What follows belongs to an exercise in optimizing a design on an open flow for small area and a short achievable clock period; a production flow would make more cautious choices. The RTL was checked by simulation tests, not by an equivalence proof against the original design. Power is estimated from default activity; no workload was simulated.

==> flow/design.v <==
package cam_pkg;
  localparam int C_DATA_WIDTH  = 512;
  localparam int LANE_WIDTH    = 32;
  localparam int LANES         = C_DATA_WIDTH / LANE_WIDTH;
  localparam int OP_CODE_WIDTH = 3;
  typedef enum logic [OP_CODE_WIDTH-1:0] {
    IDLE       = 3'd0,
    UPDATE_ALL = 3'd1,
    SEARCH     = 3'd2,
    UPDATE_ONE = 3'd3
  } op_code_e;
  localparam logic [LANE_WIDTH-1:0] ACK_CODE =
    32'd100;
  localparam logic [LANE_WIDTH-1:0] NO_MATCH_PAD =
    32'hFFFF_FFFF;
  typedef struct packed {
    logic [C_DATA_WIDTH-1:0] data;
    logic                    last;
  } beat_t;
  localparam int BEAT_W = C_DATA_WIDTH + 1;
endpackage
module cam_sync_fifo #(
  parameter int WIDTH = 8,
  parameter int DEPTH = 8
) (
  input  logic             aclk,
  input  logic             areset,
  input  logic             push,
  input  logic [WIDTH-1:0] din,
  input  logic             pop,
  output logic [WIDTH-1:0] dout,
  output logic             full,
  output logic             empty
);
  localparam int AW = $clog2(DEPTH);
  logic [WIDTH-1:0] mem [DEPTH];
  logic [AW-1:0]    wr_ptr;
  logic [AW-1:0]    rd_ptr;
  logic [AW:0]      count;
  logic             do_push;
  logic             do_pop;
  always_comb begin
    empty   = (count == '0);
    full    = (count == (AW+1)'(DEPTH));
    do_pop  = pop && !empty;
    do_push = push && (!full || do_pop);
    dout    = empty ? '0 : mem[rd_ptr];
  end
  always_ff @(posedge aclk) begin
    if (do_push) mem[wr_ptr] <= din;
  end
  always_ff @(posedge aclk) begin
    if (areset) begin
      wr_ptr <= '0;
      rd_ptr <= '0;
      count  <= '0;
    end else begin
      if (do_push) wr_ptr <= wr_ptr + 1'b1;
      if (do_pop)  rd_ptr <= rd_ptr + 1'b1;
      count <= count + (AW+1)'(do_push)
                     - (AW+1)'(do_pop);
    end
  end
endmodule
import cam_pkg::*;
module cam_result_packer #(
  parameter int FIFO_DEPTH = 8
) (
  input  logic                     aclk,
  input  logic                     areset,
  input  logic [OP_CODE_WIDTH-1:0] state,
  input  logic                     s_tvalid,
  input  logic [C_DATA_WIDTH-1:0]  s_tdata,
  input  logic                     flush,
  output logic                     m_tvalid,
  input  logic                     m_tready,
  output logic [C_DATA_WIDTH-1:0]  m_tdata,
  output logic                     m_tlast,
  output logic                     overflow,
  output logic [31:0]              result_count
);
  localparam int PTR_W = $clog2(LANES);
  localparam int NSLOT = FIFO_DEPTH;
  localparam int AW    = $clog2(FIFO_DEPTH);
  localparam int DW    = PTR_W + 2;    
  logic [LANES-1:0][NSLOT-1:0][LANE_WIDTH-1:0] slot_q;
  logic [NSLOT-1:0] wr_oh;       
  logic [NSLOT-1:0] rd_oh;       
  logic [PTR_W-1:0] lane_ptr;    
  localparam int QD = FIFO_DEPTH - 1;
  logic [QD-1:0][DW-1:0] desc_q;
  logic [AW-1:0]    wcount;
  logic             full_q;
  logic             ack_pending;
  logic             search;
  logic             ack;
  logic             close;
  logic             full_beat;
  logic             beat_push;
  logic             ack_push;
  logic             push;
  logic             pop;
  logic             do_push;
  logic             take;        
  logic             direct;      
  logic             to_wait;     
  logic             hold;
  logic             dbeat;
  logic [DW-1:0]    push_desc;
  logic [DW-1:0]    wdesc;
  logic             w_ack;
  logic [LANES-1:0] w_lv;
  logic [LANES-1:0] w_pad;
  logic [LANES-1:0][NSLOT-1:0] hs;
  logic [LANES-1:0] hin;
  logic [LANES-1:0] hpad;
  logic             hack;
  logic [C_DATA_WIDTH-1:0] tdata_d;
  logic             tlast_d;
  logic             wcount_nz;
  logic [AW-1:0]    wcount_d;
  logic             valid_d;
  logic             unused_tdata;
  assign unused_tdata =
    ^s_tdata[C_DATA_WIDTH-1:LANE_WIDTH];
  always_comb begin
    search    = s_tvalid && (state == SEARCH);
    ack       = s_tvalid && (state == UPDATE_ALL);
    close     = flush || ack;
    full_beat = search && (lane_ptr == PTR_W'(LANES-1));
    beat_push = full_beat ||
                (close && (search || (lane_ptr != '0)));
    ack_push  = ack_pending && !beat_push;
    push      = beat_push || ack_push;
    pop       = m_tvalid && m_tready;
    do_push   = push && (!full_q || pop);
    wcount_nz = (wcount != '0);
    take      = pop && wcount_nz;
    direct    = do_push && !wcount_nz && (!m_tvalid || pop);
    to_wait   = do_push && !direct;
    hold      = !take && !direct;
    dbeat     = direct && beat_push;
    if (beat_push)
      push_desc = {1'b0, close,
                   search ? lane_ptr : lane_ptr - PTR_W'(1)};
    else
      push_desc = {1'b1, 1'b1, PTR_W'(0)};
    wdesc = desc_q[0];
    w_ack = wdesc[DW-1];
    for (int k = 0; k < LANES; k++) begin
      w_lv[k]  = !w_ack && (PTR_W'(k) <= wdesc[PTR_W-1:0]);
      w_pad[k] = !w_ack && (PTR_W'(k) >  wdesc[PTR_W-1:0]);
    end
    for (int k = 0; k < LANES; k++) begin
      for (int s = 0; s < NSLOT; s++)
        hs[k][s] = (take && rd_oh[s] && w_lv[k]) ||
                   (dbeat && wr_oh[s] && (PTR_W'(k) < lane_ptr));
      hin[k]  = dbeat && search && (lane_ptr == PTR_W'(k));
      hpad[k] = (take && w_pad[k]) ||
                (dbeat && ((PTR_W'(k) > lane_ptr) ||
                           ((PTR_W'(k) == lane_ptr) && !search)));
    end
    hack = (take && w_ack) || (direct && !beat_push);
    tlast_d = (take && wdesc[DW-2]) ||
              (direct && (!beat_push || close)) ||
              (hold && m_tlast);
    wcount_d = wcount + AW'(to_wait) - AW'(take);
    valid_d  = take || direct || (m_tvalid && !pop);
  end
  for (genvar k = 0; k < LANES; k++) begin : g_head
    cam_lane_mux #(
      .NSLOT (NSLOT),
      .W     (LANE_WIDTH),
      .ONES  ((k == 0) ? ACK_CODE : '0)
    ) u_mux (
      .hold  (hold),
      .cur   (m_tdata[k*LANE_WIDTH +: LANE_WIDTH]),
      .sel   (hs[k]),
      .slot  (slot_q[k]),
      .din_en(hin[k]),
      .din   (s_tdata[LANE_WIDTH-1:0]),
      .pad   (hpad[k]),
      .ones  (hack),
      .d     (tdata_d[k*LANE_WIDTH +: LANE_WIDTH])
    );
  end
  for (genvar s = 0; s < NSLOT; s++) begin : g_slot
    for (genvar k = 0; k < LANES; k++) begin : g_lane
      always_ff @(posedge aclk) begin
        if (wr_oh[s] && (lane_ptr == PTR_W'(k)))
          slot_q[k][s] <= s_tdata[LANE_WIDTH-1:0];
      end
    end
  end
  always_ff @(posedge aclk) begin
    for (int i = 0; i < QD; i++) begin
      if (to_wait && (wcount - AW'(take) == AW'(i)))
        desc_q[i] <= push_desc;
      else if (take)
        desc_q[i] <= (i == QD-1) ? desc_q[i] : desc_q[i+1];
    end
  end
  always_ff @(posedge aclk) begin
    m_tdata <= tdata_d;
    m_tlast <= tlast_d;
  end
  always_ff @(posedge aclk) begin
    if (areset) begin
      lane_ptr     <= '0;
      wr_oh        <= NSLOT'(1);
      rd_oh        <= NSLOT'(1);
      wcount       <= '0;
      full_q       <= 1'b0;
      m_tvalid     <= 1'b0;
      ack_pending  <= 1'b0;
      result_count <= '0;
      overflow     <= 1'b0;
    end else begin
      lane_ptr    <= (full_beat || close)
                     ? '0 : lane_ptr + PTR_W'(search);
      if (to_wait && beat_push)
        wr_oh <= {wr_oh[NSLOT-2:0], wr_oh[NSLOT-1]};
      if (take && !w_ack)
        rd_oh <= {rd_oh[NSLOT-2:0], rd_oh[NSLOT-1]};
      wcount      <= wcount_d;
      full_q      <= valid_d && (wcount_d == AW'(FIFO_DEPTH-1));
      m_tvalid    <= valid_d;
      ack_pending <= ack_pending ? beat_push : ack;
      result_count <= result_count + 32'(search);
      overflow    <= overflow || (push && full_q && !pop);
    end
  end
endmodule
module cam_lane_mux #(
  parameter int NSLOT = 8,
  parameter int W     = 32,
  parameter logic [W-1:0] ONES = '0
) (
  input  logic                     hold,
  input  logic [W-1:0]             cur,
  input  logic [NSLOT-1:0]         sel,
  input  logic [NSLOT-1:0][W-1:0]  slot,
  input  logic                     din_en,
  input  logic [W-1:0]             din,
  input  logic                     pad,
  input  logic                     ones,
  output logic [W-1:0]             d
);
  logic pad_ones;
  assign pad_ones = pad || ones;
  for (genvar b = 0; b < W; b++) begin : g_bit
    logic t0, t1, t2, t3;
    cam_aoi222 u_t0 (
      .a1(hold),   .a2(cur[b]),
      .b1(sel[0]), .b2(slot[0][b]),
      .c1(sel[1]), .c2(slot[1][b]),
      .y (t0)
    );
    cam_aoi222 u_t1 (
      .a1(sel[2]), .a2(slot[2][b]),
      .b1(sel[3]), .b2(slot[3][b]),
      .c1(sel[4]), .c2(slot[4][b]),
      .y (t1)
    );
    cam_aoi222 u_t2 (
      .a1(sel[5]), .a2(slot[5][b]),
      .b1(sel[6]), .b2(slot[6][b]),
      .c1(sel[7]), .c2(slot[7][b]),
      .y (t2)
    );
    cam_aoi21 u_t3 (
      .a1(din_en), .a2(din[b]),
      .b1(ONES[b] ? pad_ones : pad),
      .y (t3)
    );
    cam_nand4 u_d (
      .a(t0), .b(t1), .c(t2), .d(t3),
      .y(d[b])
    );
  end
endmodule
module cam_aoi222 (
  input  logic a1, a2, b1, b2, c1, c2,
  output logic y
);
  assign y = !((a1 && a2) || (b1 && b2) || (c1 && c2));
endmodule
module cam_aoi21 (
  input  logic a1, a2, b1,
  output logic y
);
  assign y = !((a1 && a2) || b1);
endmodule
module cam_nand4 (
  input  logic a, b, c, d,
  output logic y
);
  assign y = !(a && b && c && d);
endmodule
==> flow/flow/run.sh <==
#!/bin/bash
# Standard ORFS steps with three changes: ports get buf_2 buffers, the
# clock tree uses larger sink clusters without dummy loads, and timing
# repair aims for extra setup slack from CTS on, on the worst path only.
set -euo pipefail
W=$(pwd)
bash standard.sh synth > $W/synth.log 2>&1
bash standard.sh floorplan > $W/floorplan.log 2>&1
export BUFFER_PORTS_ARGS="-buffer_cell sky130_fd_sc_hd__buf_2"
bash standard.sh place > $W/place.log 2>&1
export SETUP_SLACK_MARGIN=4.1
export TNS_END_PERCENT=0
export CTS_ARGS="-sink_clustering_enable -repair_clock_nets -sink_clustering_size 26 -sink_clustering_max_diameter 70 -dont_use_dummy_load"
bash standard.sh cts > $W/cts.log 2>&1
bash standard.sh route > $W/route.log 2>&1
bash standard.sh finish > $W/finish.log 2>&1
==> flow/standard.sh <==
#!/bin/bash
# synth_recipe.tcl (not shown) runs the flow's synth.tcl, then flattens the netlist and writes it again
# the make line also repeats each setting of config.mk as NAME=value (left out here)
make -C /OpenROAD-flow-scripts/flow DESIGN_CONFIG=/design/flow/config.mk WORK_HOME=/design/flow/orfs CLKGATE_MAP_FILE= SYNTH_SCRIPT=/design/flow/synth_recipe.tcl "${@:-finish}"
==> flow/config.mk <==
export PLATFORM = sky130hd
export DESIGN_NAME = cam_result_packer
export DESIGN_NICKNAME = cam_result_packer
export VERILOG_FILES = /design/flow/design.v
export SDC_FILE = /design/flow/constraint.sdc
export NUM_CORES = 4
export LEC_CHECK = 0
export CAP_MARGIN = 20
export CORE_MARGIN = 2
export CORE_UTILIZATION = 40
export SLEW_MARGIN = 20
export SYNTH_HIERARCHICAL = 1
export SYNTH_MEMORY_MAX_BITS = 8192
==> flow/constraint.sdc <==
create_clock -name core_clock -period 7.0 [get_ports {aclk}]
set_input_delay 1.4000 -clock core_clock [delete_from_list [all_inputs] [get_ports {aclk}]]
set_output_delay 1.4000 -clock core_clock [all_outputs]
set_load 0.01 [all_outputs]
==> impl_metrics.json, run 1 <==
{
  "post_drt_wl_per_cell_um": 35.3,
  "row_count": 234,
  "postCtsHoldBufs": 0,
  "drive_above_1_share_pct": 24.1,
  "final_cell_mix": "edfxtp_1, a222oi_1, buf_2",
  "synth_cell_types": 69,
  "path_class": "primary input to flip-flop",
  "seq_area_frac_synth_pct": 83.0,
  "grt_max_degree": 100,
  "cts_tree": "done",
  "drt-initial-drc-count": 16900,
  "coreArea_mm2": 0.407,
  "syn2layout_area_growth_pct": 14.1,
  "synth-simple-area-share_pct": 3.26,
  "period_share_pct": 45.5,
  "placed_cells": 14300,
  "totalWireLength_um": 521000,
  "root_buffer": "clkbuf_16",
  "whs_path_depth": 2,
  "antenna_found_initial": 33,
  "avgSynthCellArea_um2": 20.3,
  "hp-class": "flip-flop to flip-flop",
  "port_buffers": 586,
  "worstRegToRegCells": 12,
  "synth_seq_cells": 4710,
  "maxSlewHeadroom_pct": 20.6,
  "finalSetupViolations": 0,
  "final_util_pct": 45.9,
  "synthCells": 8053,
  "synth_top_family_by_area": "compound AO/OA/AOI/OAI gates",
  "max_freq_mhz": 314,
  "layout_commonest_cell": "edfxtp_1",
  "place_hpwl_um": 279000,
  "async_reset_ff_share_pct": 0,
  "grt_pass1_vias": 92500,
  "grt.total_usage_pct": 24.3,
  "cp-start-kind": "primary input",
  "wl_met3_um": 51400,
  "fin_cells": 14700,
  "initial_utilization_pct": 40.2,
  "fp.dieW_um": 643,
  "clock_latency_ps": 980,
  "tightest_slew_ps": 1190,
  "wl_met1_um": 194000,
  "required_ps": 7870,
  "fin_ws_ps": 3810,
  "synth_fa_ha_area_share_pct": 0.119,
  "synthesis.area_mm2": 0.164,
  "drv_slew": 0,
  "r2r-end": "m_tdata[150]$_DFF_P_",
  "clkSinkCount": 4710,
  "drv_cap": 0,
  "grt.overflow.total": 0,
  "ys.flop_type": "edfxtp_1",
  "viasPerCell": 6.44,
  "top_layer_used": "met5",
  "status": "complete, but fails checks",
  "grt_first_pass_wirelength_um": 716000,
  "r2r-start": "lane_ptr[1]$_SDFF_PP0_",
  "drtAntennaViolNets": 1,
  "wl_met2_um": 250000,
  "end_kind": "flip-flop",
  "cts_buffers": 263,
  "rsz0062_at_grt": "yes",
  "vias": 95000,
  "hp-start": "slot_q[3698]$_DFFE_PP_",
  "leakage_nw": 57.6,
  "power_density_mw_per_mm2": 273,
  "synth_enable_flop_cells": 4138,
  "whs_ps": 366,
  "clkTransAtPathRegs_ps": 100,
  "die-height_um": 643,
  "hold_viol": 0,
  "synth-compound-area-share_pct": 13.0,
  "total_power_mw": 51.0,
  "ioPinCount": 1067,
  "synth-xor-area-share_pct": 0.187,
  "nets": 9832,
  "gp_congestion": 0.778,
  "check.faults": "antenna rules",
  "h-tree-depth": 5,
  "drc_errors": 0,
  "fillCellCount": 33900,
  "worst-endpoint-arrival_ps": 4050,
  "r2r_slack_ps": 3860,
  "fin_worst_skew_ps": 109,
  "yosys_warnings": 7,
  "period_needed_ps": 3190,
  "dieArea_mm2": 0.414,
  "clock_path_buffers": 4,
  "min_to": "m_tdata[466]$_DFF_P_",
  "ir_drop_uv": 171,
  "crit_fanout": 18,
  "muxShareOfSynthArea_pct": 0.242,
  "drt_pass1_iterations": 9,
  "preCtsSetupSlack_ps": 1010
}
cells in the mapped netlist (all sizes together), types with 2 or more instances:
master | n | share of area, %
nand2 | 82 | 0.19
nor2b | 7 | 0.027
or3 | 3 | 0.011
ha | 14 | 0.11
o21ai | 41 | 0.13
a31oi | 3 | 0.015
a21oi | 538 | 2.8
inv | 12 | 0.028
and3 | 102 | 0.39
and4 | 4 | 0.021
clkbuf | 54 | 0.12
nor2 | 74 | 0.18
o311ai | 3 | 0.030
a21o | 2 | 0.0092
mux2i | 8 | 0.049
o22ai | 106 | 0.41
dfxtp | 572 | 7.0
buf | 28 | 0.10
a222oi | 1536 | 9.4
a311oi | 2 | 0.032
mux2 | 28 | 0.19
nor3b | 4 | 0.025
xor2 | 13 | 0.070
nand4 | 520 | 2.0
a32o | 4 | 0.024
or2 | 6 | 0.023
nor4 | 12 | 0.046
edfxtp | 4138 | 76
a22o | 3 | 0.016
and2 | 48 | 0.18
nand3 | 27 | 0.086
nand2b | 4 | 0.015
clkinv | 2 | 0.0053
nor3 | 12 | 0.043
xnor2 | 22 | 0.12
o32ai | 2 | 0.015
a211oi | 3 | 0.014
kinds of logic after synthesis:
group | after synthesis
adder cells (fa/ha/maj) | 15
XOR/XNOR | 35
AND/OR/NAND/NOR | 909
buffers and inverters | 96
flip-flops | 4710
AO/OA/AOI/OAI | 2251
multiplexers | 36
other | 1
modules after synthesis (local to each module, per instance), a selection:
module,cells inside,times used
cam_aoi222,1,1536
cam_result_packer,5492,1
cam_nand4,1,512
cam_aoi21,1,512
layout make-up:
class	count	area (um2)	area share, %
clock buffers	263	6580	3.53
inverters	14	63.8	0.0342
well taps	5428	6790	3.64
multi-input cells	3290	29700	15.9
flip-flops and latches	4710	136000	72.8
diodes	24	60.1	0.0322
repair buffers	1018	7580	4.06
stage by stage:
stage	setup TNS [ps]	area, um2
CTS	0	186000
global route	0	187000
floorplan	-850580	164000
finish	0	187000
global placement	0	177000
detailed placement	0	177000
worst max-delay path: stages:
cell and delay (ps):
buf_2 120, and4bb_4 470, o21bai_4 90, buf_6 130, a21oi_4 160, buf_12 170
nand2_8 330, o22ai_2 840, a222oi_1 160, nand4_1 130
per-layer routing:
layer	vias to the layer above	GRT usage, %
met5	-	0
met4	2	11.2
met3	767	4.61
met2	5457	39.9
met1	49400	31.2
li1	39300	-
worst max-delay path by stage:
stage | to | cells after the start | startpoint
finish | m_tdata[150]$_DFF_P_ | 10 | state[1]
global route | result_count[30]$_SDFF_PP0_ | 11 | state[2]
CTS | m_tdata[290] | 1 | m_tdata[290]$_DFF_P_
detailed placement | m_tdata[156]$_DFF_P_ | 10 | state[2]
global placement | m_tdata[156]$_DFF_P_ | 10 | state[2]
floorplan | m_tdata[0]$_DFF_P_ | 7 | state[2]
power breakdown:
| group | internal [mW] | switching (mW) |
|---|---|---|
| clock network | 6.71 | 8.39 |
| registers | 31.3 | 0.778 |
| logic | 1.40 | 2.41 |
| total | 39.4 | 11.6 |
registers in the layout, summed over array words and instances (netlist names):
name / cells
ack_pending: 1
m_tdata: 512
rd_oh: 8
wr_oh: 8
m_tvalid: 1
full_q: 1
overflow: 1
wcount: 3
result_count: 32
m_tlast: 1
slot_q: 4096
desc_q: 42
lane_ptr: 4
timing repair:
action                     4_1_cts  5_1_grt
gates resized for setup        286       47
cloned                          20        1
pin swaps                       73       39
setup endpoints to repair     2493     1291
buffers inserted               108        5
==> run 2, diff against run 1 <==
--- a/flow/design.v
+++ b/flow/design.v
@@ -84,5 +84,5 @@
   localparam int AW    = $clog2(FIFO_DEPTH);
   localparam int DW    = PTR_W + 2;    
-  logic [LANES-1:0][NSLOT-1:0][LANE_WIDTH-1:0] slot_q;
+  logic [LANES-2:0][NSLOT-1:0][LANE_WIDTH-1:0] slot_q;
   logic [NSLOT-1:0] wr_oh;       
   logic [NSLOT-1:0] rd_oh;       
@@ -90,4 +90,7 @@
   localparam int QD = FIFO_DEPTH - 1;
   logic [QD-1:0][DW-1:0] desc_q;
+  logic [QD-1:0][LANE_WIDTH-1:0] l15_q;
+  logic [QD-1:0]    l15w_oh;     
+  logic [QD-1:0]    l15r_oh;     
   logic [AW-1:0]    wcount;
   logic             full_q;
@@ -112,5 +115,6 @@
   logic [LANES-1:0] w_lv;
   logic [LANES-1:0] w_pad;
-  logic [LANES-1:0][NSLOT-1:0] hs;
+  logic [LANES-2:0][NSLOT-1:0] hs;
+  logic [QD-1:0]    hs15;
   logic [LANES-1:0] hin;
   logic [LANES-1:0] hpad;
@@ -152,8 +156,11 @@
       w_pad[k] = !w_ack && (PTR_W'(k) >  wdesc[PTR_W-1:0]);
     end
+    for (int j = 0; j < QD; j++)
+      hs15[j] = take && l15r_oh[j] && w_lv[LANES-1];
     for (int k = 0; k < LANES; k++) begin
-      for (int s = 0; s < NSLOT; s++)
-        hs[k][s] = (take && rd_oh[s] && w_lv[k]) ||
-                   (dbeat && wr_oh[s] && (PTR_W'(k) < lane_ptr));
+      if (k < LANES-1)
+        for (int s = 0; s < NSLOT; s++)
+          hs[k][s] = (take && rd_oh[s] && w_lv[k]) ||
+                     (dbeat && wr_oh[s] && (PTR_W'(k) < lane_ptr));
       hin[k]  = dbeat && search && (lane_ptr == PTR_W'(k));
       hpad[k] = (take && w_pad[k]) ||
@@ -168,5 +175,5 @@
     valid_d  = take || direct || (m_tvalid && !pop);
   end
-  for (genvar k = 0; k < LANES; k++) begin : g_head
+  for (genvar k = 0; k < LANES-1; k++) begin : g_head
     cam_lane_mux #(
       .NSLOT (NSLOT),
@@ -185,6 +192,19 @@
     );
   end
+  cam_lane15_mux #(
+    .NSEL (QD),
+    .W    (LANE_WIDTH)
+  ) u_mux15 (
+    .hold  (hold),
+    .cur   (m_tdata[C_DATA_WIDTH-1 -: LANE_WIDTH]),
+    .sel   (hs15),
+    .slot  (l15_q),
+    .din_en(hin[LANES-1]),
+    .din   (s_tdata[LANE_WIDTH-1:0]),
+    .pad   (hpad[LANES-1]),
+    .d     (tdata_d[C_DATA_WIDTH-1 -: LANE_WIDTH])
+  );
   for (genvar s = 0; s < NSLOT; s++) begin : g_slot
-    for (genvar k = 0; k < LANES; k++) begin : g_lane
+    for (genvar k = 0; k < LANES-1; k++) begin : g_lane
       always_ff @(posedge aclk) begin
         if (wr_oh[s] && (lane_ptr == PTR_W'(k)))
@@ -194,4 +214,9 @@
   end
   always_ff @(posedge aclk) begin
+    for (int j = 0; j < QD; j++)
+      if (to_wait && full_beat && l15w_oh[j])
+        l15_q[j] <= s_tdata[LANE_WIDTH-1:0];
+  end
+  always_ff @(posedge aclk) begin
     for (int i = 0; i < QD; i++) begin
       if (to_wait && (wcount - AW'(take) == AW'(i)))
@@ -210,4 +235,6 @@
       wr_oh        <= NSLOT'(1);
       rd_oh        <= NSLOT'(1);
+      l15w_oh      <= QD'(1);
+      l15r_oh      <= QD'(1);
       wcount       <= '0;
       full_q       <= 1'b0;
@@ -221,6 +248,10 @@
       if (to_wait && beat_push)
         wr_oh <= {wr_oh[NSLOT-2:0], wr_oh[NSLOT-1]};
-      if (take && !w_ack)
-        rd_oh <= {rd_oh[NSLOT-2:0], rd_oh[NSLOT-1]};
+      if (take && !w_ack) begin
+        rd_oh   <= {rd_oh[NSLOT-2:0], rd_oh[NSLOT-1]};
+        l15r_oh <= {l15r_oh[QD-2:0], l15r_oh[QD-1]};
+      end
+      if (to_wait && beat_push)
+        l15w_oh <= {l15w_oh[QD-2:0], l15w_oh[QD-1]};
       wcount      <= wcount_d;
       full_q      <= valid_d && (wcount_d == AW'(FIFO_DEPTH-1));
@@ -298,2 +329,43 @@
   assign y = !(a && b && c && d);
 endmodule
+module cam_lane15_mux #(
+  parameter int NSEL = 7,
+  parameter int W    = 32
+) (
+  input  logic                     hold,
+  input  logic [W-1:0]             cur,
+  input  logic [NSEL-1:0]          sel,
+  input  logic [NSEL-1:0][W-1:0]   slot,
+  input  logic                     din_en,
+  input  logic [W-1:0]             din,
+  input  logic                     pad,
+  output logic [W-1:0]             d
+);
+  logic pad_n;
+  assign pad_n = !pad;
+  for (genvar b = 0; b < W; b++) begin : g_bit
+    logic t0, t1, t2;
+    cam_aoi222 u_t0 (
+      .a1(hold),   .a2(cur[b]),
+      .b1(sel[0]), .b2(slot[0][b]),
+      .c1(sel[1]), .c2(slot[1][b]),
+      .y (t0)
+    );
+    cam_aoi222 u_t1 (
+      .a1(sel[2]), .a2(slot[2][b]),
+      .b1(sel[3]), .b2(slot[3][b]),
+      .c1(sel[4]), .c2(slot[4][b]),
+      .y (t1)
+    );
+    cam_aoi222 u_t2 (
+      .a1(sel[5]), .a2(slot[5][b]),
+      .b1(sel[6]), .b2(slot[6][b]),
+      .c1(din_en), .c2(din[b]),
+      .y (t2)
+    );
+    cam_nand4 u_d (
+      .a(t0), .b(t1), .c(t2), .d(pad_n),
+      .y(d[b])
+    );
+  end
+endmodule
==> flow/flow/run.sh (replaced) <==
#!/bin/bash
# Standard ORFS steps with these changes: ports get buf_2 buffers, the
# clock tree uses larger sink clusters without dummy loads, timing repair
# aims for extra setup slack from CTS on (worst path only), and antenna
# repair runs again with a margin after global and detailed routing.
set -euo pipefail
W=$(pwd)
bash standard.sh synth > $W/synth.log 2>&1
bash standard.sh floorplan > $W/floorplan.log 2>&1
export BUFFER_PORTS_ARGS="-buffer_cell sky130_fd_sc_hd__buf_2"
bash standard.sh place > $W/place.log 2>&1
export SETUP_SLACK_MARGIN=4.1
export TNS_END_PERCENT=0
export CTS_ARGS="-sink_clustering_enable -repair_clock_nets -sink_clustering_size 26 -sink_clustering_max_diameter 70 -dont_use_dummy_load"
bash standard.sh cts > $W/cts.log 2>&1
export POST_GLOBAL_ROUTE_TCL=$W/flow/antenna_grt.tcl
export POST_DETAIL_ROUTE_TCL=$W/flow/antenna_drt.tcl
bash standard.sh route > $W/route.log 2>&1
bash standard.sh finish > $W/finish.log 2>&1
==> flow/flow/antenna_drt.tcl (new file) <==
# If antenna violations remain after ORFS's own repair loop, repair again
# with a growing margin on the antenna ratios and re-run detailed routing.
if { [catch {
  set extra_iters 0
  while { [check_antennas] && $extra_iters < 4 } {
    repair_antennas -ratio_margin [expr { 20 * ($extra_iters + 1) }]
    detailed_route {*}$::all_args
    incr extra_iters
  }
} err] } {
  puts "antenna_drt.tcl: $err"
}
==> flow/flow/antenna_grt.tcl (new file) <==
# Second antenna repair after global routing, with a margin on the
# antenna ratios, so that nets near the limit get a diode before
# detailed routing.
if { [catch {
  repair_antennas -iterations 5 -ratio_margin 20
  check_placement -verbose
  check_antennas
} err] } {
  puts "antenna_grt.tcl: $err"
}
==> run 2 against run 1 <==
The run now finishes clean. Critical path depth stayed put. Sequential cell count is 18 lower. Sequential power hardly changed. Clock-buffer cell count is 18 lower. Routed wire length is 1.0% higher. Global-route usage hardly changed. Synthesized cell count hardly changed. Largest cell class unchanged.
==> impl_metrics.json, run 2 <==
{
  "p_clk_share_pct": 28.9,
  "intPower_mw": 38.8,
  "seq_area_frac_synth_pct": 83.0,
  "ioPinCount": 1067,
  "drive_above_1_share_pct": 25.8,
  "initial_utilization_pct": 40.1,
  "grt.total_usage_pct": 24.3,
  "drt-initial-drc-count": 18000,
  "max_freq_mhz": 306,
  "worst-endpoint-arrival_ps": 4070,
  "preCtsSetupSlack_ps": 1490,
  "vias": 96100,
  "drv_slew": 0,
  "crit_fanout": 118,
  "viasPerCell": 6.46,
  "p_switching_mw": 11.5,
  "fp.dieW_um": 642,
  "yosysTopAreaCell": "edfxtp_1",
  "syn2layout_area_growth_pct": 15.1,
  "leakage_nw": 58.2,
  "r2r-end": "m_tdata[255]$_DFF_P_",
  "layout_commonest_cell": "edfxtp_1",
  "row_count": 234,
  "clkTransAtPathRegs_ps": 100,
  "end_kind": "flip-flop",
  "whs_ps": 393,
  "async_reset_ff_share_pct": 0,
  "root_buffer": "clkbuf_16",
  "finalSetupTns_ps": 0,
  "grt_pass1_vias": 92500,
  "hp-class": "flip-flop to flip-flop",
  "drv_cap": 0,
  "finalSetupViolations": 0,
  "met2_usage_pct": 39.2,
  "synth_seq_cells": 4692,
  "fin_worst_skew_ps": 117,
  "port_buffers": 586,
  "ys_top_cells_by_area": "edfxtp_1, a222oi_1, dfxtp_1",
  "period_needed_ps": 3260,
  "grt_max_degree": 143,
  "cts_buffers": 245,
  "top_regs": "slot_q x3840, m_tdata x512, l15_q x224",
  "maxSlewHeadroom_pct": 19.2,
  "drtAntennaViolNets": 0,
  "worstRegToRegCells": 13,
  "largest-register": "slot_q",
  "synth_enable_flop_cells": 4106,
  "met3_usage_pct": 4.54,
  "critPathLaunch": "state[1]",
  "antenna_found_initial": 37,
  "ir_drop_uv": 217,
  "postCtsHoldBufs": 0,
  "ctsResizeCount": 199,
  "synth_cell_types": 70,
  "coreArea_mm2": 0.406,
  "synthCells": 8057,
  "final_cell_mix": "edfxtp_1, a222oi_1, buf_2",
  "die-height_um": 642,
  "avgSynthCellArea_um2": 20.2,
  "post_cts_buffers": 142,
  "clkSinkCount": 4692,
  "cp-start-kind": "primary input",
  "power_density_mw_per_mm2": 269,
  "r2r_slack_ps": 3800,
  "p_sw_share_pct": 22.9,
  "synth_top_area_share_pct": 75.8,
  "cts_tree": "done",
  "dieArea_mm2": 0.412,
  "p_comb_share_pct": 7.2,
  "period_share_pct": 46.6,
  "whs_path_depth": 2,
  "grt_most_used_layer": "met2",
  "grtUsageMet1_pct": 32.6,
  "required_ps": 7810,
  "ys.flop_type": "edfxtp_1",
  "drt_pass1_iterations": 9,
  "grt_first_pass_wirelength_um": 719000,
  "grt.overflow.total": 0,
  "tightest_slew_ps": 1210,
  "place_hpwl_um": 281000,
  "yosys_warnings": 7,
  "nets": 9941,
  "drc_errors": 0,
  "synthesis.area_mm2": 0.163,
  "fin_ws_ps": 3740,
  "critPathCapture": "m_tdata[255]$_DFF_P_",
  "hold_viol": 0,
  "clock_path_buffers": 4,
  "h-tree-depth": 4,
  "synthMostInstantiatedCell": "edfxtp_1",
  "fillCellCount": 34000,
  "post_drt_wl_per_cell_um": 35.4,
  "r2r-start": "lane_ptr[1]$_SDFF_PP0_",
  "seq_power_share_pct": 63.9,
  "synth_common_cells": "edfxtp_1, a222oi_1, dfxtp_1, nand4_1, a21oi_2",
  "path_class": "primary input to flip-flop",
  "clock_latency_ps": 1050,
  "status": "timing/DRC/antenna clean",
  "largest_reg_flops": 3840,
  "gp_congestion": 0.788,
  "totalWireLength_um": 527000
}
## run 2: cell types whose count changed after synthesis, sizes merged, moves of 5 or more
cell | previous run | this run
and2 | 48 | 61
edfxtp | 4138 | 4106
xor2 | 13 | 19
dfxtp | 572 | 586
nor4 | 12 | 5
nand2 | 82 | 125
o21ai | 41 | 46
nor2 | 74 | 55
and3 | 102 | 90
xnor2 | 22 | 14
a21oi | 538 | 526
clkbuf | 54 | 70
buf | 28 | 19
mux2i | 8 | 1
## run 2: per-module statistics from Yosys, one instance, submodules excluded, a selection
module             flops+latches  copies in the design
cam_aoi222                     0                  1536
cam_nand4                      0                   512
cam_aoi21                      0                   480
cam_result_packer           4692                     1
## run 2: worst max-delay path: stages
cell      delay, ps
buf_2           100
and4bb_4        530
o21bai_4        130
buf_4           190
nand3_4         100
a21oi_4          70
buf_12          160
buf_16          200
a222oi_1        610
nand4_1         160
## run 2: per-stage QoR
step | utilization, % | std cells | instance area, um2 | power (mW)
2_1_floorplan | - | 8086 | 163000 | 33.7
3_3_place_gp | 43.5 | 14300 | 176000 | 36.3
3_5_place_dp | 43.5 | 14300 | 176000 | 36.3
4_1_cts | 45.6 | 14700 | 185000 | 50.5
6_report | 46.2 | 14900 | 187000 | 50.4
## run 2: routing by layer
| metal | vias up | routed length (um) |
|---|---|---|
| met3 | 680 | 55400 |
| met4 | 4 | 22200 |
| met1 | 50100 | 201000 |
| met5 | - | 27 |
| li1 | 39500 | - |
| met2 | 5865 | 249000 |
## run 2: cells by family (layout without fill, tap and decap cells)
logic type	Yosys count	count (layout)	synth area share (%)
and+or+nand+nor	941	953	3.35
adders and majority gates	15	15	0.120
buffers and inverters	104	1400	0.265
muxes	29	29	0.207
DFF	4692	4692	83.0
xor gates and xnor gates	33	33	0.178
AOI/OAI and AO/OA	2242	2252	12.9
other	1	72	0.00230
## run 2: worst min path at each step
stage | slack (ps) | start | end
4_1_cts | 390 | slot_q[2941]$_DFFE_PP_ | m_tdata[381]$_DFF_P_
2_1_floorplan | 440 | l15r_oh[0]$_SDFFE_PP1P_ | l15r_oh[1]$_SDFFE_PP0P_
6_report | 390 | slot_q[2941]$_DFFE_PP_ | m_tdata[381]$_DFF_P_
3_3_place_gp | 450 | slot_q[2933]$_DFFE_PP_ | m_tdata[373]$_DFF_P_
3_5_place_dp | 460 | l15_q[111]$_DFFE_PP_ | m_tdata[495]$_DFF_P_
## run 2: power by group through the flow
stage	Combinational, mW	Sequential (mW)	Clock (mW)
after detailed placement	3.61	32.7	0
after floorplan	1.21	32.5	0
final	3.62	32.2	14.5
after CTS	3.64	32.1	14.7
after global placement	3.55	32.7	0
## run 2: final cells by class
type	count	area [um2]	share of cell area, %
Antenna cell	42	105	0.0561
Clock buffer	245	6130	3.27
Inverter	15	67.6	0.0361
Multi-Input combinational cell	3312	29700	15.8
Sequential cell	4692	135000	72.3
Tap cell	5428	6790	3.63
Timing Repair Buffer	1140	9220	4.92
==> run 3, diff against run 2 <==
--- a/flow/config.mk
+++ b/flow/config.mk
@@ -7,4 +7,6 @@
 export LEC_CHECK = 0
 export CAP_MARGIN = 20
+export CELL_PAD_IN_SITES_DETAIL_PLACEMENT = 1
+export CELL_PAD_IN_SITES_GLOBAL_PLACEMENT = 1
 export CORE_MARGIN = 2
 export CORE_UTILIZATION = 40
==> run 3 against run 2 <==
Cell area increased by 0.27%. Maximum frequency increased by 1.9%. Combinational power about the same. Synthesized area unchanged. Critical path depth increased by 1. Clock power increased by 6%. Total power increased by 1.9%. Global-route usage increased by 2.0 points. Still clean on timing, DRC and antenna. Clock-buffer cell count increased by 19.
==> impl_metrics.json, run 3 <==
{
  "status": "timing/DRC/antenna clean",
  "leakage_nw": 58.2,
  "path_delay_family": "buffers and inverters",
  "tightest_slew_ps": 1140,
  "maxSlewHeadroom_pct": 23.9,
  "ys.flop_type": "edfxtp_1",
  "syn2layout_area_growth_pct": 15.4,
  "drive_above_1_share_pct": 26.4,
  "async_reset_ff_share_pct": 0,
  "clkTransAtPathRegs_ps": 100,
  "multi_input_area_mm2": 0.0299,
  "finalSetupTns_ps": 0,
  "clkSinkCount": 4692,
  "postCtsHoldBufs": 0,
  "drv_cap": 0,
  "avgSynthCellArea_um2": 20.2,
  "p_clk_share_pct": 29.9,
  "total_power_mw": 51.3,
  "fin_worst_skew_ps": 121,
  "vias": 97000,
  "grt_max_degree": 92,
  "placed_area_mm2": 0.177,
  "fp.dieW_um": 642,
  "post_cts_buffers": 186,
  "synth_cell_types": 70,
  "grt_pass1_vias": 97700,
  "crit_fanout": 32,
  "synthMostInstantiatedCell": "edfxtp_1",
  "initial_utilization_pct": 40.1,
  "cts_tree": "done",
  "r2r_slack_ps": 3890,
  "viasPerCell": 6.53,
  "power_density_mw_per_mm2": 273,
  "seq_area_mm2": 0.136,
  "worst-endpoint-arrival_ps": 4090,
  "fin_cells": 14800,
  "drt_pass1_iterations": 10,
  "synth_top_family_by_area": "compound AO/OA/AOI/OAI gates",
  "hold_viol": 0,
  "period_needed_ps": 3200,
  "top_layer_used": "met5",
  "synth_top_area_share_pct": 75.8,
  "h-tree-depth": 5,
  "intPower_mw": 39.4,
  "cp-start-kind": "primary input",
  "ctsResizeCount": 646,
  "cts_buffers": 264,
  "grt_first_pass_wirelength_um": 776000,
  "finalSetupViolations": 0,
  "port_buffers": 586,
  "path_class": "primary input to flip-flop",
  "synth_seq_cells": 4692,
  "seq_power_share_pct": 63.0,
  "largest_reg_flops": 3840,
  "seq_area_frac_synth_pct": 83.0,
  "synth-simple-area-share_pct": 3.35,
  "drt-initial-drc-count": 17300,
  "yosysTopAreaCell": "edfxtp_1",
  "cpMaxStageDelayCell": "and4bb_4",
  "top_regs": "slot_q x3840, m_tdata x512, l15_q x224",
  "grt.total_usage_pct": 26.3,
  "muxShareOfSynthArea_pct": 0.207,
  "drv_slew": 0,
  "drtAntennaViolNets": 0,
  "whs_ps": 420,
  "p_sw_share_pct": 23.1,
  "hp-class": "flip-flop to flip-flop",
  "synthesis.area_mm2": 0.163,
  "max_freq_mhz": 312,
  "die-height_um": 642,
  "synth-xor-area-share_pct": 0.178,
  "wl_met3_um": 52300,
  "p_comb_share_pct": 7.1,
  "placed_cells": 14300,
  "synthCells": 8057,
  "largest-register": "slot_q",
  "clock_latency_ps": 980,
  "wl_met2_um": 268000,
  "synth-compound-area-share_pct": 12.9,
  "grt.overflow.total": 0,
  "row_count": 234,
  "synth_fa_ha_area_share_pct": 0.120,
  "gp_congestion": 0.772,
  "max_stage_delay_ps": 540,
  "p_switching_mw": 11.9,
  "wl_met1_um": 221000,
  "place_hpwl_um": 301000,
  "period_share_pct": 45.7,
  "ioPinCount": 1067,
  "final_cell_mix": "edfxtp_1, a222oi_1, nand4_1",
  "cp.buffers_inverters": 4,
  "synth_common_cells": "edfxtp_1, a222oi_1, dfxtp_1, nand4_1, a21oi_2",
  "post_drt_wl_per_cell_um": 37.9,
  "crit_chain": "buf_2 -> and4bb_4 -> o21bai_4 -> a21boi_4 -> bufbuf_16 -> nand2_8 -> buf_16 -> o22ai_4 -> buf_6 -> a222oi_1 -> nand4_1",
  "coreArea_mm2": 0.406,
  "root_buffer": "clkbuf_16",
  "totalWireLength_um": 562000,
  "synth_enable_flop_cells": 4106,
  "end_kind": "flip-flop",
  "dieArea_mm2": 0.412,
  "layout_commonest_cell": "edfxtp_1",
  "required_ps": 7880,
  "fillCellCount": 37500,
  "antenna_found_initial": 69,
  "yosys_warnings": 7,
  "drc_errors": 0,
  "clock_path_buffers": 4,
  "nets": 9916,
  "ir_drop_uv": 229,
  "ys_top_cells_by_area": "edfxtp_1, a222oi_1, dfxtp_1",
  "final_area_mm2": 0.188
}
run 3: cells by family after synthesis:
group                      Yosys count
DFF                               4692
AOI/OAI and AO/OA                 2242
and+or+nand+nor                    941
buffers and inverters              104
xor gates and xnor gates            33
muxes                               29
adders and majority gates           15
other                                1
run 3: power by group through the flow:
| stage | Clock, mW | Sequential (mW) | Combinational, mW |
|---|---|---|---|
| after floorplan | 0 | 32.5 | 1.21 |
| after global placement | 0 | 32.8 | 3.49 |
| after detailed placement | 0 | 32.8 | 3.58 |
| after CTS | 15.6 | 32.3 | 3.71 |
| final | 15.3 | 32.3 | 3.65 |
run 3: layout make-up:
type                    instances  area share, %
multi-input cells            3310           15.9
repair buffers               1098           4.73
clock buffers                 264           3.52
diodes                         32         0.0426
flip-flops and latches       4692           72.1
well taps                    5428           3.62
inverters                      15         0.0353
run 3: worst reg2reg max path, delay by kind of cell (launching register included):
kind	cells	cell delay (ps)
simple gates	3	390
fa+ha+maj	1	180
buf+inv	6	1290
flops	1	380
compound gates	4	890
run 3: metrics by stage:
| step | setup slack, ps | util [%] |
|---|---|---|
| final | 3800 | 46.3 |
| after global placement | 1390 | 43.5 |
| after detailed placement | 1490 | 43.5 |
| after CTS | 3990 | 46.2 |
| after floorplan | -1670 | - |
run 3: worst paths after layout:
kind | to | cells past startpoint | start
setup reg to reg | m_tdata[440]$_DFF_P_ | 14 | lane_ptr[1]$_SDFF_PP0_
setup / recovery | m_tdata[440]$_DFF_P_ | 11 | state[2]
hold reg to reg | m_tdata[484]$_DFF_P_ | 2 | l15_q[4]$_DFFE_PP_
hold / removal | m_tdata[484]$_DFF_P_ | 2 | l15_q[4]$_DFFE_PP_
run 3: layer usage:
layer  global-route usage, %  up-vias
li1                        -    39400
met1                    35.8    51600
met2                    42.9     5208
met3                    4.32      701
met4                    9.03       10
met5                       0        -
run 3: modules after synthesis, one instance, submodules excluded, excerpt:
module,flops+latches,copies in the design,cell area [um2]
cam_aoi21,0,480,8.76
cam_nand4,0,512,6.26
cam_aoi222,0,1536,10.0
cam_result_packer,4692,1,140000

-- afterwards: timing with drivers on the ports --
The results above use ideal ports. As a check the final layouts listed here were re-extracted and re-timed, cells and wires unchanged.
Step 1, drivers: a clkbuf_16 drives aclk and a buf_2 each remaining input, both assumed.
Step 2 also shifts input and output timing later by t, the mid clock arrival at the registers, as if the neighbouring blocks saw the same clock.
Slacks: ideal / step 1 / step 2; pairs: ideal / step 1.
run | shift t [ns] | slack for setup (ns) | worst setup path after step 2 | slew at the worst register clock pin (ns) | cell pins on the clock port's net
run 1 | 1.020 | 3.815 / 3.766 / 2.746 | input to register | 0.10 / 0.10 | 1
run 2 | 1.081 | 3.736 / 3.798 / 2.742 | input to register | 0.11 / 0.11 | 1
run 3 | 1.027 | 3.798 / 3.810 / 2.782 | input to register | 0.10 / 0.10 | 1
The setup slack of run 1, which loses most, moves by -0.049 ns with the drivers and by -1.069 ns with both steps.
